Background: an optimization exercise with open tools, aiming at small area, a short achievable clock period and few clock cycles per item. Do not read the settings as production practice.
The RTL was checked by simulation tests, not by an equivalence proof against the original design.
Power and IR drop assume default switching activity.

==> flow/design.v, too long to show whole: its modules and the start of the top module <==
// module playback_rate_trim_controller: 937 lines
module playback_rate_trim_controller #(
  parameter int AVERAGE_LENGTH = 128
) (
  input  logic        clk,
  input  logic        rst,
  input  logic        in_valid,
  output logic        in_stall,
  input  logic [24:0] in_data,
  output logic        out_valid,
  input  logic        out_stall,
  output logic [34:0] out_data,
  input  logic        cfg_valid,
  output logic        cfg_ready,
  input  logic [1:0]  cfg_index,
  input  logic [15:0] cfg_data
);
  // ...
==> flow/run.sh <==
#!/bin/bash
# synth_recipe.tcl (not shown) runs the flow's synth.tcl, then flattens the netlist and writes it again
# the make line also repeats each setting of config.mk as NAME=value (left out here)
make -C /OpenROAD-flow-scripts/flow DESIGN_CONFIG=/design/flow/config.mk WORK_HOME=/design/flow/orfs CLKGATE_MAP_FILE= SYNTH_SCRIPT=/design/flow/synth_recipe.tcl finish
==> flow/config.mk <==
export PLATFORM = sky130hd
export DESIGN_NAME = playback_rate_trim_controller
export DESIGN_NICKNAME = playback_rate_trim_controller
export VERILOG_FILES = /design/flow/design.v
export SDC_FILE = /design/flow/constraint.sdc
export NUM_CORES = 4
export LEC_CHECK = 0
export ABC_CLOCK_PERIOD_IN_PS = 3000
export CAP_MARGIN = 20
export CORE_MARGIN = 2
export CORE_UTILIZATION = 60
export CTS_CLUSTER_DIAMETER = 80
export CTS_CLUSTER_SIZE = 24
export PLACE_DENSITY = 0.75
export SETUP_SLACK_MARGIN = 4.6
export SLEW_MARGIN = 20
==> flow/constraint.sdc <==
create_clock -name core_clock -period 8.0 [get_ports {clk}]
set_input_delay 1.6000 -clock core_clock [delete_from_list [all_inputs] [get_ports {clk}]]
set_output_delay 1.6000 -clock core_clock [all_outputs]
set_load 0.01 [all_outputs]
==> flow_metrics.env, run 1 <==
export IMPL_layout_top_registers="hist: 1764 flops, o_res: 31 flops, k_res: 29 flops"
export IMPL_min_delay_path_depth=0
export IMPL_seq_area_sq_um=72100
export IMPL_critPathBufInv=4
export IMPL_place_area_sq_um=104000
export IMPL_yosysTopAreaCell="edfxtp_1"
export IMPL_fillCellCount=11237
export IMPL_top_power_group="sequential cells"
export IMPL_synth_area_leaders="edfxtp_1, ha_1, dfxtp_1"
export IMPL_cp_slowest_cell="fa_1"
export IMPL_multi_input_gates=3382
export IMPL_synthAdderAreaFrac_pct=9.31
export IMPL_clock_area_share_pct=3.72
export IMPL_synth_top_family_by_area="adder cells"
export IMPL_fmax_mhz=289
export IMPL_p_int_uw=23700
export IMPL_final_nets=7418
export IMPL_dp_slack_ns=3.24
export IMPL_wl_met3_mm=8.61
export IMPL_synth_top_area_share_pct=67.9
export IMPL_status="no timing/DRC/antenna violations"
export IMPL_clockBufferCount=163
export IMPL_grt_util_all_layers_pct=22.5
export IMPL_buffer_area_share_pct=2.67
export IMPL_ant_nets=0
Testbench counts, summed over its fixed seeds: cycles 2,200, items 2,048.
==> run 2, diff against run 1 <==
--- a/flow/design.v
+++ b/flow/design.v
@@ -88,25 +88,25 @@
   always_ff @(posedge clk) if (run) occ_s1 <= occ_in;
   logic [15:0] dr_s1;
   always_ff @(posedge clk) if (run) dr_s1 <= dly_in;
   logic [1:0] rsh_1;
   assign rsh_1 = dr_s1[15:14];
   logic [2:0] t1_2;
   assign t1_2 = {1'b0, rsh_1} - {1'b0, fpb[1:0]};
   logic [0:0] n1_3;
-  assign n1_3 = (fpb[15:2] == 14'd0) & (fpb[1:0] != 2'd0) & ~t1_2[2];
+  assign n1_3 = fen1[0] & ~t1_2[2];
   logic [2:0] t2_4;
-  assign t2_4 = {1'b0, rsh_1} - {1'b0, {fpb[0], 1'b0}};
+  assign t2_4 = {1'b0, rsh_1} - {1'b0, fpb2[1:0]};
   logic [0:0] n2_5;
-  assign n2_5 = (fpb == 16'd1) & ~t2_4[2];
+  assign n2_5 = fen2[0] & ~t2_4[2];
   logic [2:0] t3_6;
-  assign t3_6 = {1'b0, rsh_1} - {1'b0, {fpb[1] ^ fpb[0], fpb[0]}};
+  assign t3_6 = {1'b0, rsh_1} - {1'b0, fpb3[1:0]};
   logic [0:0] n3_7;
-  assign n3_7 = (fpb == 16'd1) & ~t3_6[2];
+  assign n3_7 = fen3[0] & ~t3_6[2];
   logic [1:0] rem_8;
   assign rem_8 = n3_7 ? t3_6[1:0] : n2_5 ? t2_4[1:0] : n1_3 ? t1_2[1:0] : rsh_1;
   logic [1:0] q1_9;
   assign q1_9 = {n2_5, n3_7 | (n1_3 & ~n2_5)};
   logic [13:0] dr_10;
   assign dr_10 = dr_s1[13:0];
   logic [3:0] rsh_11;
   assign rsh_11 = {rem_8, dr_10[13:12]};
@@ -563,300 +563,312 @@
   wire pp_235 = pp_196 ^ pp_198 ^ pp_199;
   wire pp_236 = (pp_196 & pp_198) | (pp_196 & pp_199) | (pp_198 & pp_199);
   wire pp_237 = pp_200 ^ pp_202 ^ pp_203;
   wire pp_238 = (pp_200 & pp_202) | (pp_200 & pp_203) | (pp_202 & pp_203);
   wire pp_239 = pp_204 ^ pp_206 ^ pp_207;
   wire pp_240 = (pp_204 & pp_206) | (pp_204 & pp_207) | (pp_206 & pp_207);
   wire pp_241 = pp_208 ^ pp_210 ^ pp_211;
   wire pp_242 = (pp_208 & pp_210) | (pp_208 & pp_211) | (pp_210 & pp_211);
-  wire pp_243 = pp_8 ^ pp_27;
-  wire pp_244 = pp_8 & pp_27;
-  wire pp_245 = pp_9 ^ pp_28 ^ pp_47;
-  wire pp_246 = (pp_9 & pp_28) | (pp_9 & pp_47) | (pp_28 & pp_47);
-  wire pp_247 = pp_213 ^ pp_48 ^ pp_65;
-  wire pp_248 = (pp_213 & pp_48) | (pp_213 & pp_65) | (pp_48 & pp_65);
-  wire pp_249 = pp_214 ^ pp_215 ^ pp_66;
-  wire pp_250 = (pp_214 & pp_215) | (pp_214 & pp_66) | (pp_215 & pp_66);
-  wire pp_251 = pp_216 ^ pp_217 ^ pp_82;
-  wire pp_252 = (pp_216 & pp_217) | (pp_216 & pp_82) | (pp_217 & pp_82);
-  wire pp_253 = pp_218 ^ pp_219 ^ pp_83;
-  wire pp_254 = (pp_218 & pp_219) | (pp_218 & pp_83) | (pp_219 & pp_83);
-  wire pp_255 = pp_220 ^ pp_221 ^ pp_97;
-  wire pp_256 = (pp_220 & pp_221) | (pp_220 & pp_97) | (pp_221 & pp_97);
-  wire pp_257 = pp_222 ^ pp_223 ^ pp_177;
-  wire pp_258 = (pp_222 & pp_223) | (pp_222 & pp_177) | (pp_223 & pp_177);
-  wire pp_259 = pp_224 ^ pp_225 ^ pp_181;
-  wire pp_260 = (pp_224 & pp_225) | (pp_224 & pp_181) | (pp_225 & pp_181);
-  wire pp_261 = pp_226 ^ pp_227 ^ pp_185;
-  wire pp_262 = (pp_226 & pp_227) | (pp_226 & pp_185) | (pp_227 & pp_185);
-  wire pp_263 = pp_228 ^ pp_229 ^ pp_189;
-  wire pp_264 = (pp_228 & pp_229) | (pp_228 & pp_189) | (pp_229 & pp_189);
-  wire pp_265 = pp_230 ^ pp_231 ^ pp_193;
-  wire pp_266 = (pp_230 & pp_231) | (pp_230 & pp_193) | (pp_231 & pp_193);
-  wire pp_267 = pp_232 ^ pp_233 ^ pp_197;
-  wire pp_268 = (pp_232 & pp_233) | (pp_232 & pp_197) | (pp_233 & pp_197);
-  wire pp_269 = pp_234 ^ pp_235 ^ pp_201;
-  wire pp_270 = (pp_234 & pp_235) | (pp_234 & pp_201) | (pp_235 & pp_201);
-  wire pp_271 = pp_236 ^ pp_237 ^ pp_205;
-  wire pp_272 = (pp_236 & pp_237) | (pp_236 & pp_205) | (pp_237 & pp_205);
-  wire pp_273 = pp_238 ^ pp_239 ^ pp_209;
-  wire pp_274 = (pp_238 & pp_239) | (pp_238 & pp_209) | (pp_239 & pp_209);
-  wire pp_275 = pp_240 ^ pp_241 ^ pp_166;
-  wire pp_276 = (pp_240 & pp_241) | (pp_240 & pp_166) | (pp_241 & pp_166);
-  wire pp_277 = pp_242 ^ pp_212;
-  wire pp_278 = pp_242 & pp_212;
-  logic [22:0] mr0_84;
-  assign mr0_84 = {pp_278, pp_276, pp_274, pp_272, pp_270, pp_268, pp_266, pp_264, pp_262, pp_260, pp_258, pp_256, pp_254, pp_252, pp_250, pp_248, pp_246, pp_244, pp_243, pp_7, pp_6, pp_5, pp_4};
-  logic [22:0] mr1_85;
-  assign mr1_85 = {1'b0, pp_277, pp_275, pp_273, pp_271, pp_269, pp_267, pp_265, pp_263, pp_261, pp_259, pp_257, pp_255, pp_253, pp_251, pp_249, pp_247, pp_245, pp_46, pp_26, pp_25, 1'b0, 1'b0};
-  logic [0:0] bighi_86;
-  assign bighi_86 = (pp_1 & gh1[0]) | (pp_2 & gh2[0]) | (pp_3 & gh3[0]) | (pp_22 & gh1[1]) | (pp_23 & gh2[1]) | (pp_24 & gh3[1]) | (pp_43 & gh1[2]) | (pp_44 & gh2[2]) | (pp_45 & gh3[2]) | (pp_62 & gh1[3]) | (pp_63 & gh2[3]) | (pp_64 & gh3[3]) | (pp_79 & gh1[4]) | (pp_80 & gh2[4]) | (pp_81 & gh3[4]) | (pp_94 & gh1[5]) | (pp_95 & gh2[5]) | (pp_96 & gh3[5]) | (pp_107 & gh1[6]) | (pp_108 & gh2[6]) | (pp_109 & gh3[6]) | (pp_118 & gh1[7]) | (pp_119 & gh2[7]) | (pp_120 & gh3[7]) | (diff_s9[16] & gh1[8]);
+  logic [21:0] mr0_84;
+  assign mr0_84 = {pp_242, pp_240, pp_238, pp_236, pp_234, pp_232, pp_230, pp_228, pp_226, pp_224, pp_222, pp_220, pp_218, pp_216, pp_214, pp_213, pp_9, pp_8, pp_7, pp_6, pp_5, pp_4};
+  logic [21:0] mr1_85;
+  assign mr1_85 = {pp_212, pp_241, pp_239, pp_237, pp_235, pp_233, pp_231, pp_229, pp_227, pp_225, pp_223, pp_221, pp_219, pp_217, pp_215, pp_48, pp_28, pp_27, pp_26, pp_25, 1'b0, 1'b0};
+  logic [21:0] mr2_86;
+  assign mr2_86 = {1'b0, pp_166, pp_209, pp_205, pp_201, pp_197, pp_193, pp_189, pp_185, pp_181, pp_177, pp_97, pp_83, pp_82, pp_66, pp_65, pp_47, pp_46, 1'b0, 1'b0, 1'b0, 1'b0};
+  logic [0:0] bighi_87;
+  assign bighi_87 = (pp_1 & gh1[0]) | (pp_2 & gh2[0]) | (pp_3 & gh3[0]) | (pp_22 & gh1[1]) | (pp_23 & gh2[1]) | (pp_24 & gh3[1]) | (pp_43 & gh1[2]) | (pp_44 & gh2[2]) | (pp_45 & gh3[2]) | (pp_62 & gh1[3]) | (pp_63 & gh2[3]) | (pp_64 & gh3[3]) | (pp_79 & gh1[4]) | (pp_80 & gh2[4]) | (pp_81 & gh3[4]) | (pp_94 & gh1[5]) | (pp_95 & gh2[5]) | (pp_96 & gh3[5]) | (pp_107 & gh1[6]) | (pp_108 & gh2[6]) | (pp_109 & gh3[6]) | (pp_118 & gh1[7]) | (pp_119 & gh2[7]) | (pp_120 & gh3[7]) | (diff_s9[16] & gh1[8]);
   logic [0:0] v_s10;
   always_ff @(posedge clk) if (rst) v_s10 <= 1'b0; else if (run) v_s10 <= v_s9;
   logic [0:0] above_s10;
   always_ff @(posedge clk) if (run) above_s10 <= above_s9;
-  logic [22:0] mr0_s10;
+  logic [21:0] mr0_s10;
   always_ff @(posedge clk) if (run) mr0_s10 <= mr0_84;
-  logic [22:0] mr1_s10;
+  logic [21:0] mr1_s10;
   always_ff @(posedge clk) if (run) mr1_s10 <= mr1_85;
+  logic [21:0] mr2_s10;
+  always_ff @(posedge clk) if (run) mr2_s10 <= mr2_86;
   logic [0:0] bighi_s10;
-  always_ff @(posedge clk) if (run) bighi_s10 <= bighi_86;
-  logic [23:0] p_87;
-  assign p_87 = {1'b0, {mr0_s10[22], mr0_s10[21], mr0_s10[20], mr0_s10[19], mr0_s10[18], mr0_s10[17], mr0_s10[16], mr0_s10[15], mr0_s10[14], mr0_s10[13], mr0_s10[12], mr0_s10[11], mr0_s10[10], mr0_s10[9], mr0_s10[8], mr0_s10[7], mr0_s10[6], mr0_s10[5], mr0_s10[4], mr0_s10[3], mr0_s10[2], mr0_s10[1], mr0_s10[0]}} + {1'b0, {mr1_s10[22], mr1_s10[21], mr1_s10[20], mr1_s10[19], mr1_s10[18], mr1_s10[17], mr1_s10[16], mr1_s10[15], mr1_s10[14], mr1_s10[13], mr1_s10[12], mr1_s10[11], mr1_s10[10], mr1_s10[9], mr1_s10[8], mr1_s10[7], mr1_s10[6], mr1_s10[5], mr1_s10[4], mr1_s10[3], mr1_s10[2], mr1_s10[1], mr1_s10[0]}};
-  logic [0:0] big_88;
-  assign big_88 = bighi_s10 | (|p_87[23:20]);
-  logic [19:0] pl_89;
-  assign pl_89 = p_87[19:0];
+  always_ff @(posedge clk) if (run) bighi_s10 <= bighi_87;
+  wire pp_243 = mr0_s10[0] ^ mr1_s10[0];
+  wire pp_244 = mr0_s10[0] & mr1_s10[0];
+  wire pp_245 = mr0_s10[1] ^ mr1_s10[1] ^ mr2_s10[1];
+  wire pp_246 = (mr0_s10[1] & mr1_s10[1]) | (mr0_s10[1] & mr2_s10[1]) | (mr1_s10[1] & mr2_s10[1]);
+  wire pp_247 = mr0_s10[2] ^ mr1_s10[2] ^ mr2_s10[2];
+  wire pp_248 = (mr0_s10[2] & mr1_s10[2]) | (mr0_s10[2] & mr2_s10[2]) | (mr1_s10[2] & mr2_s10[2]);
+  wire pp_249 = mr0_s10[3] ^ mr1_s10[3] ^ mr2_s10[3];
+  wire pp_250 = (mr0_s10[3] & mr1_s10[3]) | (mr0_s10[3] & mr2_s10[3]) | (mr1_s10[3] & mr2_s10[3]);
+  wire pp_251 = mr0_s10[4] ^ mr1_s10[4] ^ mr2_s10[4];
+  wire pp_252 = (mr0_s10[4] & mr1_s10[4]) | (mr0_s10[4] & mr2_s10[4]) | (mr1_s10[4] & mr2_s10[4]);
+  wire pp_253 = mr0_s10[5] ^ mr1_s10[5] ^ mr2_s10[5];
+  wire pp_254 = (mr0_s10[5] & mr1_s10[5]) | (mr0_s10[5] & mr2_s10[5]) | (mr1_s10[5] & mr2_s10[5]);
+  wire pp_255 = mr0_s10[6] ^ mr1_s10[6] ^ mr2_s10[6];
+  wire pp_256 = (mr0_s10[6] & mr1_s10[6]) | (mr0_s10[6] & mr2_s10[6]) | (mr1_s10[6] & mr2_s10[6]);
+  wire pp_257 = mr0_s10[7] ^ mr1_s10[7] ^ mr2_s10[7];
+  wire pp_258 = (mr0_s10[7] & mr1_s10[7]) | (mr0_s10[7] & mr2_s10[7]) | (mr1_s10[7] & mr2_s10[7]);
+  wire pp_259 = mr0_s10[8] ^ mr1_s10[8] ^ mr2_s10[8];
+  wire pp_260 = (mr0_s10[8] & mr1_s10[8]) | (mr0_s10[8] & mr2_s10[8]) | (mr1_s10[8] & mr2_s10[8]);
+  wire pp_261 = mr0_s10[9] ^ mr1_s10[9] ^ mr2_s10[9];
+  wire pp_262 = (mr0_s10[9] & mr1_s10[9]) | (mr0_s10[9] & mr2_s10[9]) | (mr1_s10[9] & mr2_s10[9]);
+  wire pp_263 = mr0_s10[10] ^ mr1_s10[10] ^ mr2_s10[10];
+  wire pp_264 = (mr0_s10[10] & mr1_s10[10]) | (mr0_s10[10] & mr2_s10[10]) | (mr1_s10[10] & mr2_s10[10]);
+  wire pp_265 = mr0_s10[11] ^ mr1_s10[11] ^ mr2_s10[11];
+  wire pp_266 = (mr0_s10[11] & mr1_s10[11]) | (mr0_s10[11] & mr2_s10[11]) | (mr1_s10[11] & mr2_s10[11]);
+  wire pp_267 = mr0_s10[12] ^ mr1_s10[12] ^ mr2_s10[12];
+  wire pp_268 = (mr0_s10[12] & mr1_s10[12]) | (mr0_s10[12] & mr2_s10[12]) | (mr1_s10[12] & mr2_s10[12]);
+  wire pp_269 = mr0_s10[13] ^ mr1_s10[13] ^ mr2_s10[13];
+  wire pp_270 = (mr0_s10[13] & mr1_s10[13]) | (mr0_s10[13] & mr2_s10[13]) | (mr1_s10[13] & mr2_s10[13]);
+  wire pp_271 = mr0_s10[14] ^ mr1_s10[14] ^ mr2_s10[14];
+  wire pp_272 = (mr0_s10[14] & mr1_s10[14]) | (mr0_s10[14] & mr2_s10[14]) | (mr1_s10[14] & mr2_s10[14]);
+  wire pp_273 = mr0_s10[15] ^ mr1_s10[15] ^ mr2_s10[15];
+  wire pp_274 = (mr0_s10[15] & mr1_s10[15]) | (mr0_s10[15] & mr2_s10[15]) | (mr1_s10[15] & mr2_s10[15]);
+  wire pp_275 = mr0_s10[16] ^ mr1_s10[16] ^ mr2_s10[16];
+  wire pp_276 = (mr0_s10[16] & mr1_s10[16]) | (mr0_s10[16] & mr2_s10[16]) | (mr1_s10[16] & mr2_s10[16]);
+  wire pp_277 = mr0_s10[17] ^ mr1_s10[17] ^ mr2_s10[17];
+  wire pp_278 = (mr0_s10[17] & mr1_s10[17]) | (mr0_s10[17] & mr2_s10[17]) | (mr1_s10[17] & mr2_s10[17]);
+  wire pp_279 = mr0_s10[18] ^ mr1_s10[18] ^ mr2_s10[18];
+  wire pp_280 = (mr0_s10[18] & mr1_s10[18]) | (mr0_s10[18] & mr2_s10[18]) | (mr1_s10[18] & mr2_s10[18]);
+  wire pp_281 = mr0_s10[19] ^ mr1_s10[19] ^ mr2_s10[19];
+  wire pp_282 = (mr0_s10[19] & mr1_s10[19]) | (mr0_s10[19] & mr2_s10[19]) | (mr1_s10[19] & mr2_s10[19]);
+  wire pp_283 = mr0_s10[20] ^ mr1_s10[20] ^ mr2_s10[20];
+  wire pp_284 = (mr0_s10[20] & mr1_s10[20]) | (mr0_s10[20] & mr2_s10[20]) | (mr1_s10[20] & mr2_s10[20]);
+  wire pp_285 = mr0_s10[21] ^ mr1_s10[21] ^ mr2_s10[21];
+  wire pp_286 = (mr0_s10[21] & mr1_s10[21]) | (mr0_s10[21] & mr2_s10[21]) | (mr1_s10[21] & mr2_s10[21]);
+  logic [23:0] p_88;
+  assign p_88 = {1'b0, {pp_286, pp_284, pp_282, pp_280, pp_278, pp_276, pp_274, pp_272, pp_270, pp_268, pp_266, pp_264, pp_262, pp_260, pp_258, pp_256, pp_254, pp_252, pp_250, pp_248, pp_246, pp_244, pp_243}} + {1'b0, {1'b0, pp_285, pp_283, pp_281, pp_279, pp_277, pp_275, pp_273, pp_271, pp_269, pp_267, pp_265, pp_263, pp_261, pp_259, pp_257, pp_255, pp_253, pp_251, pp_249, pp_247, pp_245, mr2_s10[0]}};
+  logic [0:0] big_89;
+  assign big_89 = bighi_s10 | (|p_88[23:20]);
+  logic [19:0] pl_90;
+  assign pl_90 = p_88[19:0];
   logic [0:0] v_s11;
   always_ff @(posedge clk) if (rst) v_s11 <= 1'b0; else if (run) v_s11 <= v_s10;
   logic [0:0] above_s11;
   always_ff @(posedge clk) if (run) above_s11 <= above_s10;
   logic [0:0] big_s11;
-  always_ff @(posedge clk) if (run) big_s11 <= big_88;
+  always_ff @(posedge clk) if (run) big_s11 <= big_89;
   logic [19:0] pl_s11;
-  always_ff @(posedge clk) if (run) pl_s11 <= pl_89;
-  logic [6:0] r2_90;
-  assign r2_90 = pl_s11[19:13];
-  logic [0:0] ovf_91;
-  assign ovf_91 = (r2_90 >= tgt) | big_s11;
-  logic [12:0] pr_92;
-  assign pr_92 = pl_s11[12:0];
-  logic [8:0] rsh_93;
-  assign rsh_93 = {r2_90, pr_92[12:11]};
-  logic [9:0] t1_94;
-  assign t1_94 = {1'b0, rsh_93} - 10'(tgt);
-  logic [0:0] n1_95;
-  assign n1_95 = ~t1_94[9];
-  logic [9:0] t2_96;
-  assign t2_96 = {1'b0, rsh_93} - 10'(tgt2);
-  logic [0:0] n2_97;
-  assign n2_97 = ~t2_96[9];
-  logic [9:0] t3_98;
-  assign t3_98 = {1'b0, rsh_93} - 10'(tgt3);
-  logic [0:0] n3_99;
-  assign n3_99 = ~t3_98[9];
-  logic [6:0] r2_100;
-  assign r2_100 = n3_99 ? t3_98[6:0] : n2_97 ? t2_96[6:0] : n1_95 ? t1_94[6:0] : rsh_93[6:0];
-  logic [10:0] pr_101;
-  assign pr_101 = pr_92[10:0];
-  logic [1:0] q2_102;
-  assign q2_102 = {n2_97, n3_99 | (n1_95 & ~n2_97)};
+  always_ff @(posedge clk) if (run) pl_s11 <= pl_90;
+  logic [6:0] r2_91;
+  assign r2_91 = pl_s11[19:13];
+  logic [0:0] ovf_92;
+  assign ovf_92 = (r2_91 >= tgt) | big_s11;
+  logic [12:0] pr_93;
+  assign pr_93 = pl_s11[12:0];
+  logic [8:0] rsh_94;
+  assign rsh_94 = {r2_91, pr_93[12:11]};
+  logic [9:0] t1_95;
+  assign t1_95 = {1'b0, rsh_94} - 10'(tgt);
+  logic [0:0] n1_96;
+  assign n1_96 = ~t1_95[9];
+  logic [9:0] t2_97;
+  assign t2_97 = {1'b0, rsh_94} - 10'(tgt2);
+  logic [0:0] n2_98;
+  assign n2_98 = ~t2_97[9];
+  logic [9:0] t3_99;
+  assign t3_99 = {1'b0, rsh_94} - 10'(tgt3);
+  logic [0:0] n3_100;
+  assign n3_100 = ~t3_99[9];
+  logic [6:0] r2_101;
+  assign r2_101 = n3_100 ? t3_99[6:0] : n2_98 ? t2_97[6:0] : n1_96 ? t1_95[6:0] : rsh_94[6:0];
+  logic [10:0] pr_102;
+  assign pr_102 = pr_93[10:0];
+  logic [1:0] q2_103;
+  assign q2_103 = {n2_98, n3_100 | (n1_96 & ~n2_98)};
   logic [0:0] v_s12;
   always_ff @(posedge clk) if (rst) v_s12 <= 1'b0; else if (run) v_s12 <= v_s11;
   logic [0:0] above_s12;
   always_ff @(posedge clk) if (run) above_s12 <= above_s11;
   logic [6:0] r2_s12;
-  always_ff @(posedge clk) if (run) r2_s12 <= r2_100;
+  always_ff @(posedge clk) if (run) r2_s12 <= r2_101;
   logic [0:0] ovf_s12;
-  always_ff @(posedge clk) if (run) ovf_s12 <= ovf_91;
+  always_ff @(posedge clk) if (run) ovf_s12 <= ovf_92;
   logic [10:0] pr_s12;
-  always_ff @(posedge clk) if (run) pr_s12 <= pr_101;
+  always_ff @(posedge clk) if (run) pr_s12 <= pr_102;
   logic [1:0] q2_s12;
-  always_ff @(posedge clk) if (run) q2_s12 <= q2_102;
-  logic [8:0] rsh_103;
-  assign rsh_103 = {r2_s12, pr_s12[10:9]};
-  logic [9:0] t1_104;
-  assign t1_104 = {1'b0, rsh_103} - 10'(tgt);
-  logic [0:0] n1_105;
-  assign n1_105 = ~t1_104[9];
-  logic [9:0] t2_106;
-  assign t2_106 = {1'b0, rsh_103} - 10'(tgt2);
-  logic [0:0] n2_107;
-  assign n2_107 = ~t2_106[9];
-  logic [9:0] t3_108;
-  assign t3_108 = {1'b0, rsh_103} - 10'(tgt3);
-  logic [0:0] n3_109;
-  assign n3_109 = ~t3_108[9];
-  logic [6:0] r2_110;
-  assign r2_110 = n3_109 ? t3_108[6:0] : n2_107 ? t2_106[6:0] : n1_105 ? t1_104[6:0] : rsh_103[6:0];
-  logic [8:0] pr_111;
-  assign pr_111 = pr_s12[8:0];
-  logic [3:0] q2_112;
-  assign q2_112 = {q2_s12, {n2_107, n3_109 | (n1_105 & ~n2_107)}};
+  always_ff @(posedge clk) if (run) q2_s12 <= q2_103;
+  logic [8:0] rsh_104;
+  assign rsh_104 = {r2_s12, pr_s12[10:9]};
+  logic [9:0] t1_105;
+  assign t1_105 = {1'b0, rsh_104} - 10'(tgt);
+  logic [0:0] n1_106;
+  assign n1_106 = ~t1_105[9];
+  logic [9:0] t2_107;
+  assign t2_107 = {1'b0, rsh_104} - 10'(tgt2);
+  logic [0:0] n2_108;
+  assign n2_108 = ~t2_107[9];
+  logic [9:0] t3_109;
+  assign t3_109 = {1'b0, rsh_104} - 10'(tgt3);
+  logic [0:0] n3_110;
+  assign n3_110 = ~t3_109[9];
+  logic [6:0] r2_111;
+  assign r2_111 = n3_110 ? t3_109[6:0] : n2_108 ? t2_107[6:0] : n1_106 ? t1_105[6:0] : rsh_104[6:0];
+  logic [8:0] pr_112;
+  assign pr_112 = pr_s12[8:0];
+  logic [3:0] q2_113;
+  assign q2_113 = {q2_s12, {n2_108, n3_110 | (n1_106 & ~n2_108)}};
   logic [0:0] v_s13;
   always_ff @(posedge clk) if (rst) v_s13 <= 1'b0; else if (run) v_s13 <= v_s12;
   logic [0:0] above_s13;
   always_ff @(posedge clk) if (run) above_s13 <= above_s12;
   logic [6:0] r2_s13;
-  always_ff @(posedge clk) if (run) r2_s13 <= r2_110;
+  always_ff @(posedge clk) if (run) r2_s13 <= r2_111;
   logic [0:0] ovf_s13;
   always_ff @(posedge clk) if (run) ovf_s13 <= ovf_s12;
   logic [8:0] pr_s13;
-  always_ff @(posedge clk) if (run) pr_s13 <= pr_111;
+  always_ff @(posedge clk) if (run) pr_s13 <= pr_112;
   logic [3:0] q2_s13;
-  always_ff @(posedge clk) if (run) q2_s13 <= q2_112;
-  logic [8:0] rsh_113;
-  assign rsh_113 = {r2_s13, pr_s13[8:7]};
-  logic [9:0] t1_114;
-  assign t1_114 = {1'b0, rsh_113} - 10'(tgt);
-  logic [0:0] n1_115;
-  assign n1_115 = ~t1_114[9];
-  logic [9:0] t2_116;
-  assign t2_116 = {1'b0, rsh_113} - 10'(tgt2);
-  logic [0:0] n2_117;
-  assign n2_117 = ~t2_116[9];
-  logic [9:0] t3_118;
-  assign t3_118 = {1'b0, rsh_113} - 10'(tgt3);
-  logic [0:0] n3_119;
-  assign n3_119 = ~t3_118[9];
-  logic [6:0] r2_120;
-  assign r2_120 = n3_119 ? t3_118[6:0] : n2_117 ? t2_116[6:0] : n1_115 ? t1_114[6:0] : rsh_113[6:0];
-  logic [6:0] pr_121;
-  assign pr_121 = pr_s13[6:0];
-  logic [5:0] q2_122;
-  assign q2_122 = {q2_s13, {n2_117, n3_119 | (n1_115 & ~n2_117)}};
+  always_ff @(posedge clk) if (run) q2_s13 <= q2_113;
+  logic [8:0] rsh_114;
+  assign rsh_114 = {r2_s13, pr_s13[8:7]};
+  logic [9:0] t1_115;
+  assign t1_115 = {1'b0, rsh_114} - 10'(tgt);
+  logic [0:0] n1_116;
+  assign n1_116 = ~t1_115[9];
+  logic [9:0] t2_117;
+  assign t2_117 = {1'b0, rsh_114} - 10'(tgt2);
+  logic [0:0] n2_118;
+  assign n2_118 = ~t2_117[9];
+  logic [9:0] t3_119;
+  assign t3_119 = {1'b0, rsh_114} - 10'(tgt3);
+  logic [0:0] n3_120;
+  assign n3_120 = ~t3_119[9];
+  logic [6:0] r2_121;
+  assign r2_121 = n3_120 ? t3_119[6:0] : n2_118 ? t2_117[6:0] : n1_116 ? t1_115[6:0] : rsh_114[6:0];
+  logic [6:0] pr_122;
+  assign pr_122 = pr_s13[6:0];
+  logic [5:0] q2_123;
+  assign q2_123 = {q2_s13, {n2_118, n3_120 | (n1_116 & ~n2_118)}};
   logic [0:0] v_s14;
   always_ff @(posedge clk) if (rst) v_s14 <= 1'b0; else if (run) v_s14 <= v_s13;
   logic [0:0] above_s14;
   always_ff @(posedge clk) if (run) above_s14 <= above_s13;
   logic [6:0] r2_s14;
-  always_ff @(posedge clk) if (run) r2_s14 <= r2_120;
+  always_ff @(posedge clk) if (run) r2_s14 <= r2_121;
   logic [0:0] ovf_s14;
   always_ff @(posedge clk) if (run) ovf_s14 <= ovf_s13;
   logic [6:0] pr_s14;
-  always_ff @(posedge clk) if (run) pr_s14 <= pr_121;
+  always_ff @(posedge clk) if (run) pr_s14 <= pr_122;
   logic [5:0] q2_s14;
-  always_ff @(posedge clk) if (run) q2_s14 <= q2_122;
-  logic [8:0] rsh_123;
-  assign rsh_123 = {r2_s14, pr_s14[6:5]};
-  logic [9:0] t1_124;
-  assign t1_124 = {1'b0, rsh_123} - 10'(tgt);
-  logic [0:0] n1_125;
-  assign n1_125 = ~t1_124[9];
-  logic [9:0] t2_126;
-  assign t2_126 = {1'b0, rsh_123} - 10'(tgt2);
-  logic [0:0] n2_127;
-  assign n2_127 = ~t2_126[9];
-  logic [9:0] t3_128;
-  assign t3_128 = {1'b0, rsh_123} - 10'(tgt3);
-  logic [0:0] n3_129;
-  assign n3_129 = ~t3_128[9];
-  logic [6:0] r2_130;
-  assign r2_130 = n3_129 ? t3_128[6:0] : n2_127 ? t2_126[6:0] : n1_125 ? t1_124[6:0] : rsh_123[6:0];
-  logic [4:0] pr_131;
-  assign pr_131 = pr_s14[4:0];
-  logic [7:0] q2_132;
-  assign q2_132 = {q2_s14, {n2_127, n3_129 | (n1_125 & ~n2_127)}};
+  always_ff @(posedge clk) if (run) q2_s14 <= q2_123;
+  logic [8:0] rsh_124;
+  assign rsh_124 = {r2_s14, pr_s14[6:5]};
+  logic [9:0] t1_125;
+  assign t1_125 = {1'b0, rsh_124} - 10'(tgt);
+  logic [0:0] n1_126;
+  assign n1_126 = ~t1_125[9];
+  logic [9:0] t2_127;
+  assign t2_127 = {1'b0, rsh_124} - 10'(tgt2);
+  logic [0:0] n2_128;
+  assign n2_128 = ~t2_127[9];
+  logic [9:0] t3_129;
+  assign t3_129 = {1'b0, rsh_124} - 10'(tgt3);
+  logic [0:0] n3_130;
+  assign n3_130 = ~t3_129[9];
+  logic [6:0] r2_131;
+  assign r2_131 = n3_130 ? t3_129[6:0] : n2_128 ? t2_127[6:0] : n1_126 ? t1_125[6:0] : rsh_124[6:0];
+  logic [4:0] pr_132;
+  assign pr_132 = pr_s14[4:0];
+  logic [7:0] q2_133;
+  assign q2_133 = {q2_s14, {n2_128, n3_130 | (n1_126 & ~n2_128)}};
   logic [0:0] v_s15;
   always_ff @(posedge clk) if (rst) v_s15 <= 1'b0; else if (run) v_s15 <= v_s14;
   logic [0:0] above_s15;
   always_ff @(posedge clk) if (run) above_s15 <= above_s14;
   logic [6:0] r2_s15;
-  always_ff @(posedge clk) if (run) r2_s15 <= r2_130;
+  always_ff @(posedge clk) if (run) r2_s15 <= r2_131;
   logic [0:0] ovf_s15;
   always_ff @(posedge clk) if (run) ovf_s15 <= ovf_s14;
   logic [4:0] pr_s15;
-  always_ff @(posedge clk) if (run) pr_s15 <= pr_131;
+  always_ff @(posedge clk) if (run) pr_s15 <= pr_132;
   logic [7:0] q2_s15;
-  always_ff @(posedge clk) if (run) q2_s15 <= q2_132;
-  logic [8:0] rsh_133;
-  assign rsh_133 = {r2_s15, pr_s15[4:3]};
-  logic [9:0] t1_134;
-  assign t1_134 = {1'b0, rsh_133} - 10'(tgt);
-  logic [0:0] n1_135;
-  assign n1_135 = ~t1_134[9];
-  logic [9:0] t2_136;
-  assign t2_136 = {1'b0, rsh_133} - 10'(tgt2);
-  logic [0:0] n2_137;
-  assign n2_137 = ~t2_136[9];
-  logic [9:0] t3_138;
-  assign t3_138 = {1'b0, rsh_133} - 10'(tgt3);
-  logic [0:0] n3_139;
-  assign n3_139 = ~t3_138[9];
-  logic [6:0] r2_140;
-  assign r2_140 = n3_139 ? t3_138[6:0] : n2_137 ? t2_136[6:0] : n1_135 ? t1_134[6:0] : rsh_133[6:0];
-  logic [2:0] pr_141;
-  assign pr_141 = pr_s15[2:0];
-  logic [9:0] q2_142;
-  assign q2_142 = {q2_s15, {n2_137, n3_139 | (n1_135 & ~n2_137)}};
+  always_ff @(posedge clk) if (run) q2_s15 <= q2_133;
+  logic [8:0] rsh_134;
+  assign rsh_134 = {r2_s15, pr_s15[4:3]};
+  logic [9:0] t1_135;
+  assign t1_135 = {1'b0, rsh_134} - 10'(tgt);
+  logic [0:0] n1_136;
+  assign n1_136 = ~t1_135[9];
+  logic [9:0] t2_137;
+  assign t2_137 = {1'b0, rsh_134} - 10'(tgt2);
+  logic [0:0] n2_138;
+  assign n2_138 = ~t2_137[9];
+  logic [9:0] t3_139;
+  assign t3_139 = {1'b0, rsh_134} - 10'(tgt3);
+  logic [0:0] n3_140;
+  assign n3_140 = ~t3_139[9];
+  logic [6:0] r2_141;
+  assign r2_141 = n3_140 ? t3_139[6:0] : n2_138 ? t2_137[6:0] : n1_136 ? t1_135[6:0] : rsh_134[6:0];
+  logic [2:0] pr_142;
+  assign pr_142 = pr_s15[2:0];
+  logic [9:0] q2_143;
+  assign q2_143 = {q2_s15, {n2_138, n3_140 | (n1_136 & ~n2_138)}};
   logic [0:0] v_s16;
   always_ff @(posedge clk) if (rst) v_s16 <= 1'b0; else if (run) v_s16 <= v_s15;
   logic [0:0] above_s16;
   always_ff @(posedge clk) if (run) above_s16 <= above_s15;
   logic [6:0] r2_s16;
-  always_ff @(posedge clk) if (run) r2_s16 <= r2_140;
+  always_ff @(posedge clk) if (run) r2_s16 <= r2_141;
   logic [0:0] ovf_s16;
   always_ff @(posedge clk) if (run) ovf_s16 <= ovf_s15;
   logic [2:0] pr_s16;
-  always_ff @(posedge clk) if (run) pr_s16 <= pr_141;
+  always_ff @(posedge clk) if (run) pr_s16 <= pr_142;
   logic [9:0] q2_s16;
-  always_ff @(posedge clk) if (run) q2_s16 <= q2_142;
-  logic [8:0] rsh_143;
-  assign rsh_143 = {r2_s16, pr_s16[2:1]};
-  logic [9:0] t1_144;
-  assign t1_144 = {1'b0, rsh_143} - 10'(tgt);
-  logic [0:0] n1_145;
-  assign n1_145 = ~t1_144[9];
-  logic [9:0] t2_146;
-  assign t2_146 = {1'b0, rsh_143} - 10'(tgt2);
-  logic [0:0] n2_147;
-  assign n2_147 = ~t2_146[9];
-  logic [9:0] t3_148;
-  assign t3_148 = {1'b0, rsh_143} - 10'(tgt3);
-  logic [0:0] n3_149;
-  assign n3_149 = ~t3_148[9];
-  logic [6:0] r2_150;
-  assign r2_150 = n3_149 ? t3_148[6:0] : n2_147 ? t2_146[6:0] : n1_145 ? t1_144[6:0] : rsh_143[6:0];
-  logic [0:0] pr_151;
-  assign pr_151 = pr_s16[0:0];
-  logic [11:0] q2_152;
-  assign q2_152 = {q2_s16, {n2_147, n3_149 | (n1_145 & ~n2_147)}};
+  always_ff @(posedge clk) if (run) q2_s16 <= q2_143;
+  logic [8:0] rsh_144;
+  assign rsh_144 = {r2_s16, pr_s16[2:1]};
+  logic [9:0] t1_145;
+  assign t1_145 = {1'b0, rsh_144} - 10'(tgt);
+  logic [0:0] n1_146;
+  assign n1_146 = ~t1_145[9];
+  logic [9:0] t2_147;
+  assign t2_147 = {1'b0, rsh_144} - 10'(tgt2);
+  logic [0:0] n2_148;
+  assign n2_148 = ~t2_147[9];
+  logic [9:0] t3_149;
+  assign t3_149 = {1'b0, rsh_144} - 10'(tgt3);
+  logic [0:0] n3_150;
+  assign n3_150 = ~t3_149[9];
+  logic [6:0] r2_151;
+  assign r2_151 = n3_150 ? t3_149[6:0] : n2_148 ? t2_147[6:0] : n1_146 ? t1_145[6:0] : rsh_144[6:0];
+  logic [0:0] pr_152;
+  assign pr_152 = pr_s16[0:0];
+  logic [11:0] q2_153;
+  assign q2_153 = {q2_s16, {n2_148, n3_150 | (n1_146 & ~n2_148)}};
   logic [0:0] v_s17;
   always_ff @(posedge clk) if (rst) v_s17 <= 1'b0; else if (run) v_s17 <= v_s16;
   logic [0:0] above_s17;
   always_ff @(posedge clk) if (run) above_s17 <= above_s16;
   logic [6:0] r2_s17;
-  always_ff @(posedge clk) if (run) r2_s17 <= r2_150;
+  always_ff @(posedge clk) if (run) r2_s17 <= r2_151;
   logic [0:0] ovf_s17;
   always_ff @(posedge clk) if (run) ovf_s17 <= ovf_s16;
   logic [0:0] pr_s17;
-  always_ff @(posedge clk) if (run) pr_s17 <= pr_151;
+  always_ff @(posedge clk) if (run) pr_s17 <= pr_152;
   logic [11:0] q2_s17;
-  always_ff @(posedge clk) if (run) q2_s17 <= q2_152;
-  logic [7:0] rsh_153;
-  assign rsh_153 = {r2_s17, pr_s17[0]};
-  logic [8:0] t1_154;
-  assign t1_154 = {1'b0, rsh_153} - 9'(tgt);
-  logic [0:0] qb_155;
-  assign qb_155 = ~t1_154[8];
-  logic [0:0] cl_156;
-  assign cl_156 = ovf_s17 | (q2_s17 > 12'd3277) | ((q2_s17 == 12'd3277) & qb_155);
-  logic [12:0] hn_157;
-  assign hn_157 = 13'd0 - {1'b0, q2_s17};
-  logic [13:0] neg_158;
-  assign neg_158 = qb_155 ? {1'b1, ~q2_s17, 1'b1} : {hn_157, 1'b0};
-  logic [13:0] dd_159;
-  assign dd_159 = cl_156 ? (above_s17 ? -14'sd6554 : 14'd6554) : (above_s17 ? neg_158 : {1'b0, q2_s17, qb_155});
+  always_ff @(posedge clk) if (run) q2_s17 <= q2_153;
+  logic [7:0] rsh_154;
+  assign rsh_154 = {r2_s17, pr_s17[0]};
+  logic [8:0] t1_155;
+  assign t1_155 = {1'b0, rsh_154} - 9'(tgt);
+  logic [0:0] qb_156;
+  assign qb_156 = ~t1_155[8];
+  logic [0:0] cl_157;
+  assign cl_157 = ovf_s17 | (q2_s17 > 12'd3277) | ((q2_s17 == 12'd3277) & qb_156);
+  logic [12:0] hn_158;
+  assign hn_158 = 13'd0 - {1'b0, q2_s17};
+  logic [13:0] neg_159;
+  assign neg_159 = qb_156 ? {1'b1, ~q2_s17, 1'b1} : {hn_158, 1'b0};
+  logic [13:0] dd_160;
+  assign dd_160 = cl_157 ? (above_s17 ? -14'sd6554 : 14'd6554) : (above_s17 ? neg_159 : {1'b0, q2_s17, qb_156});
   logic [0:0] v_s18;
   always_ff @(posedge clk) if (rst) v_s18 <= 1'b0; else if (run) v_s18 <= v_s17;
   logic [0:0] cl_s18;
-  always_ff @(posedge clk) if (run) cl_s18 <= cl_156;
+  always_ff @(posedge clk) if (run) cl_s18 <= cl_157;
   logic [13:0] dd_s18;
-  always_ff @(posedge clk) if (run) dd_s18 <= dd_159;
+  always_ff @(posedge clk) if (run) dd_s18 <= dd_160;
   assign xv_d = v_s17;
   assign x_v  = v_s18;
   assign x_d  = dd_s18;
   assign x_cl = cl_s18;
   logic [13:0] hist [HL-1];
   logic [6:0]  fill;      
   logic        full;      
   logic [13:0] nx_old;    
==> run 2 against run 1 <==
Compared with the run above:
- die area increased by 0.85%
- fmax is 1.0% lower
- combinational power down 9.9%
- wire length is 0.74% higher
- cell count is 0.32% lower
- via count grew 0.60%
- critical path depth up 2
- sequential power about the same
- clock skew is 0.015 ns lower
==> flow_metrics.env, run 2 <==
export IMPL_yosysWarnings=2
export IMPL_routedWlPerCell_um=21.8
export IMPL_synth_edf_count=2291
export IMPL_mostFrequentLayoutCells="edfxtp_1, ha_1, inv_1"
export IMPL_layout_top_registers="hist: 1764 flops, o_res: 31 flops, k_res: 29 flops"
export IMPL_relSlewSlack_pct=24.6
export IMPL_slew_viol_final=0
export IMPL_portBuffers=84
export IMPL_seq_area_sq_um=72600
export IMPL_hold_viol=0
export IMPL_crit_path_start_kind="register"
export IMPL_cts_made_buffers=138
export IMPL_finClkSkew_ns=0.0460
export IMPL_cts_tree="done"
export IMPL_gp_congestion=0.905
export IMPL_min_delay_path_class="register to register"
export IMPL_regMostFlops="hist"
export IMPL_initialDrtViolationCount=4609
export IMPL_ys_ff_latch=2478
export IMPL_clk_pin_slew_ns=0.10
export IMPL_grt_pass1_vias=51158
export IMPL_synthesis_area_sq_um=101000
export IMPL_drc=0
export IMPL_synthTopCellsByCount="edfxtp_1, ha_1, inv_1"
export IMPL_die_h_um=415
export IMPL_multi_input_area_sq_um=27400
export IMPL_core_area_sq_um=168000
export IMPL_seq_area_frac_synth_pct=71.5
export IMPL_setup_violations_final=0
export IMPL_worstMarginPinSlew_ns=1.13
export IMPL_crit_required_ns=8.69
export IMPL_end_kind="register"
export IMPL_drv_cap=0
export IMPL_clk_latency_ns=0.83
export IMPL_dr_pass1_iters=7
export IMPL_cts_buffer_depth=3
export IMPL_power_total_uw=33700
export IMPL_critPathKind="register to register"
export IMPL_viasPerCell=5.79
export IMPL_synth_most_common_cell="edfxtp_1"
export IMPL_drt_total_wl_mm=195
export IMPL_status="no timing/DRC/antenna violations"
export IMPL_post_route_min_period_ns=3.50
export IMPL_synth_fp_nets=7162
export IMPL_synth_top_area_share_pct=67.8
export IMPL_ant_nets=0
export IMPL_grt_overflow=0
export IMPL_grt_pass1_wl_mm=297
export IMPL_final_common_cell="edfxtp_1"
export IMPL_area_growth_pct=8.97
export IMPL_fmax_mhz=286
export IMPL_start_util_pct=60.5
export IMPL_vias=51787
export IMPL_synth_top_flop_cell="edfxtp_1"
export IMPL_grt_util_all_layers_pct=22.4
export IMPL_powerDensity_nw_per_um2=304
export IMPL_h_tree_depth=4
export IMPL_final_nets=7381
export IMPL_fin_crit_sh_pct=43.8
export IMPL_largest_reg_flops=1764
export IMPL_die_area_sq_um=172000
export IMPL_fillCellCount=11403
export IMPL_rows=150
export IMPL_arrival_ns=4.20
export IMPL_crit_path_max_fanout=2
export IMPL_grt_max_degree=226
export IMPL_fp_dieW_um=415
export IMPL_tns_ns=0
export IMPL_yosysUniqueCellTypes=95
export IMPL_p_leak_uw=0.0402
export IMPL_syn_avg_cell_area_sq_um=15.7
export IMPL_async_flop_share_pct=0
export IMPL_synth_area_leaders="edfxtp_1, ha_1, dfxtp_1"
export IMPL_rsz0062_at_grt="yes"
export IMPL_yosysTopAreaCell="edfxtp_1"
export IMPL_final_core_util_pct=66.0
export IMPL_antenna_found_initial=5
export IMPL_place_hpwl_mm=120
export IMPL_ios=86
export IMPL_syn_inst=6443
export IMPL_ir_worst_vdd_mv=0.263
export IMPL_layout_drive_gt1_share_pct=8.27
export IMPL_cts_root_buf="clkbuf_16"
export IMPL_cts_sinks=2478
-- run 2: worst paths after layout --
path / depth (start not counted) / slack, ns / to / startpoint
hold reg to reg: 0 / 0.40 / hist[111][9] / hist[110][9]
hold / removal: 0 / 0.40 / hist[111][9] / hist[110][9]
setup / recovery: 12 / 4.50 / dsum_m[20] / hist[125][1]
setup reg to reg: 12 / 4.50 / dsum_m[20] / hist[125][1]
-- run 2: layout make-up --
cell class	instances	area share, %
inverters	405	1.43
multi-input cells	3421	24.7
clock inverters	48	0.496
well taps	2204	2.49
flip-flops and latches	2478	65.6
clock buffers	168	3.28
diodes	1	0.00226
repair buffers	218	1.92
-- run 2: cell families (layout without fill, tap and decap cells) --
| logic type | after synthesis | count (layout) | synth area share, % |
|---|---|---|---|
| XOR/XNOR | 239 | 239 | 2.06 |
| AND/OR/NAND/NOR | 1097 | 1097 | 5.17 |
| other | 1 | 2 | 0.00370 |
| buffers and inverters | 546 | 839 | 2.08 |
| adder cells (fa/ha/maj) | 671 | 671 | 9.24 |
| flip-flops | 2478 | 2478 | 71.5 |
| multiplexers | 203 | 203 | 2.09 |
| AO/OA/AOI/OAI | 1208 | 1210 | 7.86 |
-- run 2: power by group --
| part | internal [uW] | switching [uW] |
|---|---|---|
| clock | 3360 | 4150 |
| sequential | 15300 | 774 |
| combinational | 4490 | 5550 |
| total | 23200 | 10500 |
-- run 2: layer usage --
| layer | wire length [um] | vias to the layer above | track usage [%] |
|---|---|---|---|
| li1 | - | 24505 | - |
| met1 | 88600 | 25705 | 32.2 |
| met2 | 92200 | 1264 | 35.9 |
| met3 | 8710 | 307 | 3.13 |
| met4 | 4990 | 6 | 6.55 |
| met5 | 35 | - | 0 |
-- run 2: per-stage QoR --
step / setup WS, ns / cells / instance area (sq um) / hold WS, ns
3_3_place_gp: 3.76 / 8645 / 105000 / 0.400
6_report: 4.50 / 8943 / 111000 / 0.395
3_5_place_dp: 3.87 / 8645 / 105000 / 0.405
4_1_cts: 4.54 / 8905 / 110000 / 0.396
5_1_grt: 4.40 / 8942 / 111000 / 0.407
2_1_floorplan: -5.50 / 6443 / 101000 / 0.353
-- run 2: what timing repair did --
| item | CTS | global route |
|---|---|---|
| endpoints found under the setup margin | 130 | 108 |
| setup buffers | 43 | 33 |
| pin swaps | 13 | 19 |
| hold buffers | 0 | 0 |
| gates resized for setup | 71 | 111 |
| gates cloned | 1 | 3 |
-- run 2: worst max-delay path, stage by stage, from the launching register on --
cell and delay, ns:
edfxtp_1 0.39, and2_1 0.19, fa_1 0.52, inv_2 0.07, fa_2 0.40, a211o_1 0.30
a21oi_2 0.21, o211ai_2 0.18, a31oi_4 0.25, a2111oi_4 0.11, o21ai_1 0.18, mux2i_1 0.22
mux2_2 0.35
Testbench counts of run 2, summed over its fixed seeds: cycles 2,200, items 2,048.

what the ideal ports hide:
Ports are ideal in the flow. The routed layouts listed here were re-timed in OpenROAD.
Step 1 sets driving cells, clkbuf_16 on the clock port and buf_2 on the other inputs (assumed; they add their load-dependent delay and slew).
Step 2, shift: input delay + t, output delay - t, t = (earliest + latest rising clock arrival at the registers) / 2. This alone moves slack from input paths to output paths.
Three values: no drivers, after step 1, after step 2; two values: the first two.
run	t, ns	slack for setup (ns)	worst register clock-pin slew, ns	cell pins on the clock port's net
run 1	0.869	4.534 / 4.534 / 4.502	0.10 / 0.10	1
run 2	0.892	4.499 / 4.499 / 4.377	0.10 / 0.10	1
After both steps setup and hold are still met in every run listed. For run 2, which loses most, drivers alone change the setup slack by 0.000 ns; drivers and shift together by -0.122 ns.
